This design comes from an exercise in tuning for small area, a short achievable clock period and few clock cycles per item on the open sky130 flow, not from production work.
Power is estimated from default activity; no workload was simulated.

## mx_block_sequencer
module mx_block_sequencer #(
  parameter int BLOCK_SIZE = 32,
  parameter int DATA_W     = 32,
  parameter int EXP_W      = 8
) (
  input  logic                          clk,
  input  logic                          rst,
  input  logic                          in_valid,
  output logic                          in_ready,
  input  logic [DATA_W-1:0]             in_data,
  input  logic                          flush,
  output logic                          out_valid,
  input  logic                          out_ready,
  output logic [DATA_W-1:0]             out_data,
  output logic [EXP_W-1:0]              out_scale,
  output logic                          out_last,
  output logic [$clog2(BLOCK_SIZE)-1:0] out_idx
);
Size: ~1600 cells after synthesis, roughly 1200 flip-flops, about 85 I/O pins, ~27000 um2 of cells after synthesis.
make LEC_CHECK=0 CAP_MARGIN=20 CORE_MARGIN=2 CORE_UTILIZATION=50 CTS_BUF_LIST=sky130_fd_sc_hd__clkbuf_8 CTS_CLUSTER_DIAMETER=60 CTS_CLUSTER_SIZE=20 PLACE_DENSITY=0.6 SETUP_SLACK_MARGIN=2.8 SLEW_MARGIN=20 finish   # period 5.0 ns
run.sh (not shown) runs the stock make flow with config.mk's settings and CLKGATE_MAP_FILE= SYNTH_SCRIPT=/design/flow/synth_recipe.tcl, a recipe that flattens the netlist after the stock synthesis.
Rerun with:
Settings changed: CTS_BUF_LIST sky130_fd_sc_hd__clkbuf_8 to not set, CTS_CLUSTER_DIAMETER 60 to not set, CTS_CLUSTER_SIZE 20 to not set.
Outcome: Register-to-register slack stays flat. Sequential share of layout area went down by 5.1 points. Combinational power went down by about 8%. Power went up by 19%. Utilization went up by 3.8 points. Final area went up by 6.7%. Via count went up by 2.7%. Setup slack improved by 3.7 ps. Clock-buffer cell count went up by 76. Synthesized area stays the same. Routed wire length went up by 3.1%.
Rerun with:
Settings changed: CORE_UTILIZATION 50 to 30, PLACE_DENSITY 0.6 to 0.5, SETUP_SLACK_MARGIN 2.8 to 3.0.
=>
- The new run went through all stages and came out clean
- wire length grows by 8.6%
- cell count grows by 20%
- global-route usage shrinks by 4.9 points
- setup slack is worse by 17 ps
- maximum frequency shrinks by 0.77%
- final area grows by 5.0%
- total power grows by 3.8%
- first-iteration DRC count grows by 10%
- combinational power grows by 19%
- sequential power stays flat
- via count grows by 2.7%
Function was not checked in any run of this note: the RTL went through the layout flow alone.

========
mx_block_sequencer, a different RTL version from the one above (not shown whole).
Size in the first run: roughly 1600 cells after synthesis, ~1200 flip-flops, ~85 I/O pins.
==> flow/config.mk <==
export PLATFORM = sky130hd
export DESIGN_NAME = mx_block_sequencer
export DESIGN_NICKNAME = mx_block_sequencer
export VERILOG_FILES = /design/flow/design.v
export SDC_FILE = /design/flow/constraint.sdc
export NUM_CORES = 4
export LEC_CHECK = 0
export CAP_MARGIN = 20
export CORE_MARGIN = 2
export CORE_UTILIZATION = 30
export PLACE_DENSITY = 0.5
export SETUP_SLACK_MARGIN = 3.0
export SLEW_MARGIN = 20
==> flow/constraint.sdc <==
create_clock -name core_clock -period 5.0 [get_ports {clk}]
set_input_delay 1.0000 -clock core_clock [delete_from_list [all_inputs] [get_ports {clk}]]
set_output_delay 1.0000 -clock core_clock [all_outputs]
set_load 0.01 [all_outputs]
Rerun with:
SETUP_SLACK_MARGIN = 2.5   (was 3.0)
Hold slack improved by 28 ps.
Worst setup slack is worse by 91 ps.
Routed wire length went down by 0.92%.
Function was not checked in any run of this note: the RTL went through the layout flow alone.

========
## oak
The RTL this note starts from:
==> flow/design.v <==
module mx_block_sequencer #(
  parameter int BLOCK_SIZE = 32,
  parameter int DATA_W     = 32,
  parameter int EXP_W      = 8
) (
  input  logic                          clk,
  input  logic                          rst,
  input  logic                          in_valid,
  output logic                          in_ready,
  input  logic [DATA_W-1:0]             in_data,
  input  logic                          flush,
  output logic                          out_valid,
  input  logic                          out_ready,
  output logic [DATA_W-1:0]             out_data,
  output logic [EXP_W-1:0]              out_scale,
  output logic                          out_last,
  output logic [$clog2(BLOCK_SIZE)-1:0] out_idx
);
  localparam int IDX_W = $clog2(BLOCK_SIZE);
  localparam int NS    = BLOCK_SIZE + 1;
  localparam int SW    = $clog2(NS);
  logic [NS-1:0][DATA_W-1:0] ring_q;
  logic [NS-1:0]             occ_q;
  logic [IDX_W-1:0] c_cnt_q, c_cnt_d;
  logic [EXP_W-1:0] c_max_q, c_max_d;      
  logic [EXP_W-1:0] ex_q;                  
  logic [SW-1:0]    wdist_q, wdist_d;
  logic             p_vld_q, p_vld_d, p2_vld_q, p2_vld_d;
  logic [IDX_W-1:0] p_rem_q, p_rem_d;      
  logic [EXP_W-1:0] p_maxa_q, p_maxa_d, p_ex_q, p_ex_d, p2_scale_q, p2_scale_d;
  logic [IDX_W-1:0] rem_q, rem_d;          
  logic [SW-1:0]    rdist_q, rdist_d;
  logic              ov_q, olast_q;
  logic [DATA_W-1:0] od_q;
  logic [EXP_W-1:0]  os_q, e_scale_q;
  logic [IDX_W-1:0]  oi_q, oi_d, nb;
  logic              ir_q, ir_d;
  logic              wsel_q;               
  logic              nx_ok_q, nx_ok_d;     
  logic              nx_rd_q, nx_rd_d;     
  logic             acc, ftk, close, load, rd, start, last_rd;
  logic             ok_l, rd_l, ok_n, rd_n;
  logic [EXP_W-1:0] e_in, m1, p_max;
  logic [IDX_W-1:0] rem_now;
  assign in_ready  = ir_q;
  assign out_valid = ov_q;
  assign out_data  = od_q;
  assign out_scale = os_q;
  assign out_last  = olast_q;
  assign out_idx   = oi_q;
  assign acc     = in_valid & ir_q;
  assign ftk     = flush & ir_q;
  assign e_in    = in_data[DATA_W-2 -: EXP_W];
  assign m1      = (ex_q > c_max_q) ? ex_q : c_max_q;
  assign p_max   = (p_ex_q > p_maxa_q) ? p_ex_q : p_maxa_q;
  assign close   = (acc && c_cnt_q == IDX_W'(BLOCK_SIZE - 1)) || (ftk && (acc || c_cnt_q != '0));
  assign load    = nx_ok_q & (~ov_q | out_ready);
  assign rd      = load & nx_rd_q;
  assign start   = load & olast_q;
  assign nb      = oi_q + IDX_W'(1);
  assign oi_d    = (oi_q & ~{IDX_W{load}}) | (nb & {IDX_W{load}});
  assign rem_now = olast_q ? p_rem_q : rem_q - IDX_W'(1);
  assign last_rd = rd & (rem_now == '0);
  always_comb begin
    c_cnt_d = c_cnt_q;
    c_max_d = m1;
    wdist_d = (wdist_q == '0) ? SW'(NS - 1) : wdist_q - SW'(1);
    if (close) begin
      c_cnt_d = '0;
      c_max_d = EXP_W'(1);
      wdist_d = {1'b0, ~c_cnt_q};
    end else if (acc) begin
      c_cnt_d = c_cnt_q + IDX_W'(1);
      wdist_d = '0;
    end
    p_vld_d    = p_vld_q;
    p_rem_d    = p_rem_q;
    p_maxa_d   = p_maxa_q;
    p_ex_d     = p_ex_q;
    p2_vld_d   = p2_vld_q;
    p2_scale_d = p2_scale_q;
    if (start) begin
      if (p2_vld_q) begin
        p_rem_d   = '0;
        p_maxa_d  = EXP_W'(1);
        p_ex_d    = p2_scale_q;
        p2_vld_d  = 1'b0;
      end else if (close) begin
        p_rem_d   = c_cnt_q + IDX_W'(acc) - IDX_W'(1);
        p_maxa_d  = m1;
        p_ex_d    = e_in & {EXP_W{acc}};
      end else begin
        p_vld_d = 1'b0;
      end
    end else if (close) begin
      if (p_vld_q) begin
        p2_vld_d   = 1'b1;
        p2_scale_d = acc ? e_in : m1;        
      end else begin
        p_vld_d   = 1'b1;
        p_rem_d   = c_cnt_q + IDX_W'(acc) - IDX_W'(1);
        p_maxa_d  = m1;
        p_ex_d    = e_in & {EXP_W{acc}};
      end
    end
    rem_d   = rem_q;
    rdist_d = (rdist_q == '0) ? SW'(NS - 1) : rdist_q - SW'(1);
    if (rd) begin
      rem_d   = rem_now;
      rdist_d = last_rd ? {1'b0, ~nb} : '0;
    end
    if (olast_q) begin
      ok_l = 1'b1;                             
      rd_l = p_rem_q != '0;
    end else if (nb == IDX_W'(BLOCK_SIZE - 1)) begin
      ok_l = p_vld_d & (nx_rd_q | (rdist_q == SW'(1)));
      rd_l = 1'b1;
    end else begin
      ok_l = 1'b1;                             
      rd_l = nx_rd_q & (rem_q != IDX_W'(1));
    end
    if (olast_q) begin
      ok_n = p_vld_d & (rdist_q == SW'(1));
      rd_n = 1'b1;
    end else begin
      ok_n = ~nx_rd_q | (rdist_q == SW'(1));
      rd_n = nx_rd_q;
    end
    nx_ok_d = load ? ok_l : ok_n;
    nx_rd_d = load ? rd_l : rd_n;
    ir_d = ~p2_vld_d & (close ? (c_cnt_q == IDX_W'(BLOCK_SIZE - 1)) : (acc | (wdist_q == SW'(1))))
         & (~occ_q[1] | rd);
  end
  always_ff @(posedge clk) begin
    for (int i = 0; i < NS - 1; i++)
      ring_q[i] <= ring_q[i+1];
    ring_q[NS-1] <= wsel_q ? in_data : ring_q[0];
    wsel_q       <= ir_d;
    od_q <= (od_q & ~{DATA_W{load}}) | (ring_q[1] & {DATA_W{nx_rd_q & load}});
    e_scale_q <= start ? p_max : e_scale_q;
    os_q      <= rst ? '0 : start ? p_max : e_scale_q;
    c_max_q    <= c_max_d;
    p_rem_q    <= p_rem_d;
    p_maxa_q   <= p_maxa_d;
    p_ex_q     <= p_ex_d;
    ex_q       <= e_in & {EXP_W{acc & ~close}};
    p2_scale_q <= p2_scale_d;
    rem_q      <= rem_d;
    if (rst) begin
      occ_q    <= '0;
      c_cnt_q  <= '0;
      c_max_q  <= EXP_W'(1);
      wdist_q  <= SW'(1);
      p_vld_q  <= 1'b0;
      p2_vld_q <= 1'b0;
      rdist_q  <= '0;
      ov_q     <= 1'b0;
      oi_q     <= IDX_W'(BLOCK_SIZE - 1);
      olast_q  <= 1'b1;
      ir_q     <= 1'b0;
      nx_ok_q  <= 1'b0;
      nx_rd_q  <= 1'b1;
    end else begin
      occ_q    <= {occ_q[0] | acc, occ_q[NS-1:2], occ_q[1] & ~rd};
      c_cnt_q  <= c_cnt_d;
      wdist_q  <= wdist_d;
      p_vld_q  <= p_vld_d;
      p2_vld_q <= p2_vld_d;
      rdist_q  <= rdist_d;
      ov_q     <= load | (ov_q & ~out_ready);
      oi_q     <= oi_d;
      olast_q  <= oi_d == IDX_W'(BLOCK_SIZE - 1);
      ir_q     <= ir_d;
      nx_ok_q  <= nx_ok_d;
      nx_rd_q  <= nx_rd_d;
    end
  end
endmodule
==> flow/config.mk <==
export PLATFORM = sky130hd
export DESIGN_NAME = mx_block_sequencer
export DESIGN_NICKNAME = mx_block_sequencer
export VERILOG_FILES = /design/flow/design.v
export SDC_FILE = /design/flow/constraint.sdc
export NUM_CORES = 4
export LEC_CHECK = 0
export CAP_MARGIN = 20
export CORE_MARGIN = 2
export CORE_UTILIZATION = 50
export PLACE_DENSITY = 0.6
export SETUP_SLACK_MARGIN = 3.0
export SLEW_MARGIN = 20
==> flow/constraint.sdc <==
create_clock -name core_clock -period 5.0 [get_ports {clk}]
set_input_delay 1.0000 -clock core_clock [delete_from_list [all_inputs] [get_ports {clk}]]
set_output_delay 1.0000 -clock core_clock [all_outputs]
set_load 0.01 [all_outputs]
Looking at the reports, oak completed the entire flow and the layout it produced met the timing, design-rule and antenna checks.
The inputs of pine differ from those of oak as listed below.
Settings: swapping 0.6 for 0.5 in PLACE_DENSITY; swapping 50 for 30 in CORE_UTILIZATION.
Findings:
After detailed routing, oak needs less wire than pine.
Share of total power consumed by net switching delta for pine relative to oak: 0.18 points lower
Relative to oak, depth of the most critical reg-to-reg path has decreased by 1 in pine.
Global-route usage was higher in oak than in pine.
Delta (pine minus oak): core utilization lost 24 points; first-iteration DRC count picked up an extra 109.
Of the two values seen for startpoint of the worst setup timing path, od_q[7] was produced by oak and od_q[25] by pine.
Going from oak to pine, switching power total grows by 0.094 mW.
Power of the clock network ended up about 8% higher on pine than on oak.
The inputs of birch differ from those of pine as listed below.
Settings: SETUP_SLACK_MARGIN now 2.8, was 3.0; CORE_UTILIZATION now 50, was 30; PLACE_DENSITY now 0.6, was 0.5.
==> comparison <==
Global-route usage over all layers, birch and pine: lower on pine. Layer carrying the most global-route usage = met2: pine; layer carrying the most global-route usage = met1: birch. Delta (birch minus pine): count of buffers added by post-CTS timing repair for setup lost 33; leakage power of the design lost 4.4%; time the final worst path needs with I/O delays and setup picked up an extra 14 ps. NOTE total power draw pine->birch decreased by a few percent. The capturing element of the worst setup path comes out p2_scale_q[4] in one run and out_data[25] in the other, namely in birch and pine respectively. | wire length reported by the detailed router | lower: birch |. Between birch and pine, the global routing usage on met2 is lower for pine.
Function was not checked in any run of this note: the RTL went through the layout flow alone.

-- re-timing with driven ports --
In the flow no input, the clock included, has a driving cell. The finished layouts below were timed again as built, in two steps. Step 1 assumes that a clkbuf_16 drives the clock port and a buf_2 every other input. Step 2 moves the port delays by t, midway between the first and last clock arrival at a register: inputs arrive t later, outputs are due t later. That takes back most of the time a late clock gives input paths. a / b / c = no drivers / after step 1 / after step 2; a / b = the first two.
run	t, ns	slack for setup (ns)	hold slack, ns	clock arrival spread, ns	worst slew at a driven data input, ns
the first run of note 1	0.712	2.806 / 2.793 / 2.130	0.314 / 0.314 / 0.314	0.028 / 0.028	0.06
the second run of note 1	0.681	2.810 / 2.828 / 2.154	0.317 / 0.317 / 0.317	0.019 / 0.019	0.05
the third run of note 1	0.709	2.793 / 2.803 / 2.094	0.308 / 0.308 / 0.308	0.040 / 0.040	0.07
the first run of note 2	0.714	2.664 / 2.604 / 2.208	0.286 / 0.286 / 0.286	0.062 / 0.063	0.06
the second run of note 2	0.704	2.572 / 2.515 / 1.912	0.314 / 0.314 / 0.314	0.030 / 0.029	0.04
oak	0.693	2.880 / 2.819 / 2.574	0.302 / 0.302 / 0.302	0.037 / 0.037	0.05
pine	0.710	2.848 / 2.789 / 2.284	0.298 / 0.298 / 0.298	0.045 / 0.044	0.06
birch	0.698	2.834 / 2.805 / 2.183	0.307 / 0.307 / 0.307	0.034 / 0.034	0.05
After both steps setup and hold are still met in every run listed. The setup slack of the third run of note 1, which loses most, moves by +0.010 ns with the drivers and by -0.699 ns with both steps.
